What follows belongs to an exercise in optimizing a design on an open flow for small area and few clock cycles per item; a production flow would make more cautious choices.
In this exercise RTL edits were held to simulation tests only and were not proved equivalent to the original.

// dsp_mac_pipe
module dsp_mac_pipe (
  input  logic               CLK,
  input  logic               RSTN,
  input  logic               IN_VALID,
  output logic               IN_READY,
  input  logic signed [17:0] A,
  input  logic signed [17:0] B,
  input  logic signed [17:0] D,
  input  logic signed [47:0] C,
  input  logic [3:0]         OPMODE,
  output logic               OUT_VALID,
  input  logic               OUT_READY,
  output logic signed [47:0] P,
  output logic               CARRYOUT,
  output logic               OVERFLOW
);
Size in the first run: ~140 flip-flops, about 0.015 mm2 of cells after synthesis.
Settings: LEC_CHECK=0, CAP_MARGIN=20, CORE_MARGIN=2, CORE_UTILIZATION=40, SLEW_MARGIN=20; clock period 7.0 ns.
standard.sh (not shown) runs the stock make flow with config.mk's settings and CLKGATE_MAP_FILE= SYNTH_SCRIPT=/design/flow/synth_recipe.tcl, a recipe that flattens the netlist after the stock synthesis.
==> flow/flow/run.sh <==
#!/bin/bash
# The standard ORFS layout (the standard.sh), with these changes:
# - the port buffers that global placement inserts on every input and output
#   are sky130_fd_sc_hd__buf_1 instead of the tool's default pick; timing
#   repair still resizes any of them that need more drive;
# - Yosys's synth runs without its early "abc -fast" pass, so the full adders
#   that ORFS extracts keep the polarity the RTL writes them in (the final ABC
#   mapping and everything else are unchanged);
# - clock tree synthesis uses smaller clock buffers, larger sink clusters and
#   no dummy loads;
# - after synthesis, the steps that insert buffers may not use the plain
#   buffers above 2x drive (the platform's don't-use list is kept).
set -euo pipefail
ARGS=("BUFFER_PORTS_ARGS=-buffer_cell sky130_fd_sc_hd__buf_1" "SYNTH_ARGS=-noabc"
  "CTS_ARGS=-sink_clustering_enable -repair_clock_nets -buf_list {sky130_fd_sc_hd__clkbuf_4 sky130_fd_sc_hd__clkbuf_8} -sink_clustering_size 30 -sink_clustering_max_diameter 100 -dont_use_dummy_load")
bash standard.sh "${ARGS[@]}" synth > standard_synth.log 2>&1
DU="sky130_fd_sc_hd__probe_p_8 sky130_fd_sc_hd__probec_p_8 sky130_fd_sc_hd__lpflow_bleeder_1 sky130_fd_sc_hd__lpflow_clkbufkapwr_1 sky130_fd_sc_hd__lpflow_clkbufkapwr_16 sky130_fd_sc_hd__lpflow_clkbufkapwr_2 sky130_fd_sc_hd__lpflow_clkbufkapwr_4 sky130_fd_sc_hd__lpflow_clkbufkapwr_8 sky130_fd_sc_hd__lpflow_clkinvkapwr_1 sky130_fd_sc_hd__lpflow_clkinvkapwr_16 sky130_fd_sc_hd__lpflow_clkinvkapwr_2 sky130_fd_sc_hd__lpflow_clkinvkapwr_4 sky130_fd_sc_hd__lpflow_clkinvkapwr_8 sky130_fd_sc_hd__lpflow_decapkapwr_12 sky130_fd_sc_hd__lpflow_decapkapwr_3 sky130_fd_sc_hd__lpflow_decapkapwr_4 sky130_fd_sc_hd__lpflow_decapkapwr_6 sky130_fd_sc_hd__lpflow_decapkapwr_8 sky130_fd_sc_hd__lpflow_inputiso0n_1 sky130_fd_sc_hd__lpflow_inputiso0p_1 sky130_fd_sc_hd__lpflow_inputiso1n_1 sky130_fd_sc_hd__lpflow_inputiso1p_1 sky130_fd_sc_hd__lpflow_inputisolatch_1 sky130_fd_sc_hd__lpflow_isobufsrc_1 sky130_fd_sc_hd__lpflow_isobufsrc_16 sky130_fd_sc_hd__lpflow_isobufsrc_2 sky130_fd_sc_hd__lpflow_isobufsrc_4 sky130_fd_sc_hd__lpflow_isobufsrc_8 sky130_fd_sc_hd__lpflow_isobufsrckapwr_16 sky130_fd_sc_hd__lpflow_lsbuf_lh_hl_isowell_tap_1 sky130_fd_sc_hd__lpflow_lsbuf_lh_hl_isowell_tap_2 sky130_fd_sc_hd__lpflow_lsbuf_lh_hl_isowell_tap_4 sky130_fd_sc_hd__lpflow_lsbuf_lh_isowell_4 sky130_fd_sc_hd__lpflow_lsbuf_lh_isowell_tap_1 sky130_fd_sc_hd__lpflow_lsbuf_lh_isowell_tap_2 sky130_fd_sc_hd__lpflow_lsbuf_lh_isowell_tap_4 sky130_fd_sc_hd__buf_4 sky130_fd_sc_hd__buf_6 sky130_fd_sc_hd__buf_8 sky130_fd_sc_hd__buf_12 sky130_fd_sc_hd__buf_16"
bash standard.sh "${ARGS[@]}" "DONT_USE_CELLS=$DU" finish > standard.log 2>&1
Testbench counts at the start, summed over its fixed seeds: cycles 32,062, items 32,046.
==> next run, changes <==
==> flow/flow/run.sh (replaced) <==
#!/bin/bash
# The standard ORFS layout (the standard.sh), with these changes:
# - the port buffers that global placement inserts on every input and output
#   are sky130_fd_sc_hd__buf_1 instead of the tool's default pick; timing
#   repair still resizes any of them that need more drive;
# - Yosys's synth runs without its early "abc -fast" pass, so the full adders
#   that ORFS extracts keep the polarity the RTL writes them in (the final ABC
#   mapping and everything else are unchanged);
# - clock tree synthesis uses smaller clock buffers, larger sink clusters and
#   no dummy loads.
set -euo pipefail
bash standard.sh "BUFFER_PORTS_ARGS=-buffer_cell sky130_fd_sc_hd__buf_1" "SYNTH_ARGS=-noabc" \
  "CTS_ARGS=-sink_clustering_enable -repair_clock_nets -buf_list {sky130_fd_sc_hd__clkbuf_4 sky130_fd_sc_hd__clkbuf_8} -sink_clustering_size 30 -sink_clustering_max_diameter 100 -dont_use_dummy_load" \
  finish > standard.log 2>&1
Effect: Sequential cell count stays the same. Synthesized cell count stays the same. Area after synthesis is unchanged. Global-route usage came out lower by 0.89 points. Routed wire length falls by about 6%. Final area is lower by 3.0%. Fmax is about the same. Clock-buffer cell count is unchanged.

==> static timing again, ports no longer ideal <==
In the flow no input, the clock included, has a driving cell. The finished layouts below were timed again as built, in two steps. Step 1 sets driving cells, clkbuf_16 on the clock port and buf_2 on the other inputs (assumed; they add their load-dependent delay and slew). Step 2 also shifts input and output timing later by t, the mid clock arrival at the registers, as if the neighbouring blocks saw the same clock. Slacks: ideal ports / drivers / drivers and shift; pairs: ideal ports / drivers.
run | t (ns) | setup WS [ns] | worst data-port slew with drivers (ns) | pins driven straight from the clock port
the first run | 0.534 | 0.300 / 0.300 / 0.300 | 0.06 | 1
the second run | 0.534 | 0.299 / 0.299 / 0.299 | 0.07 | 1
After both steps every run listed still meets setup and hold.
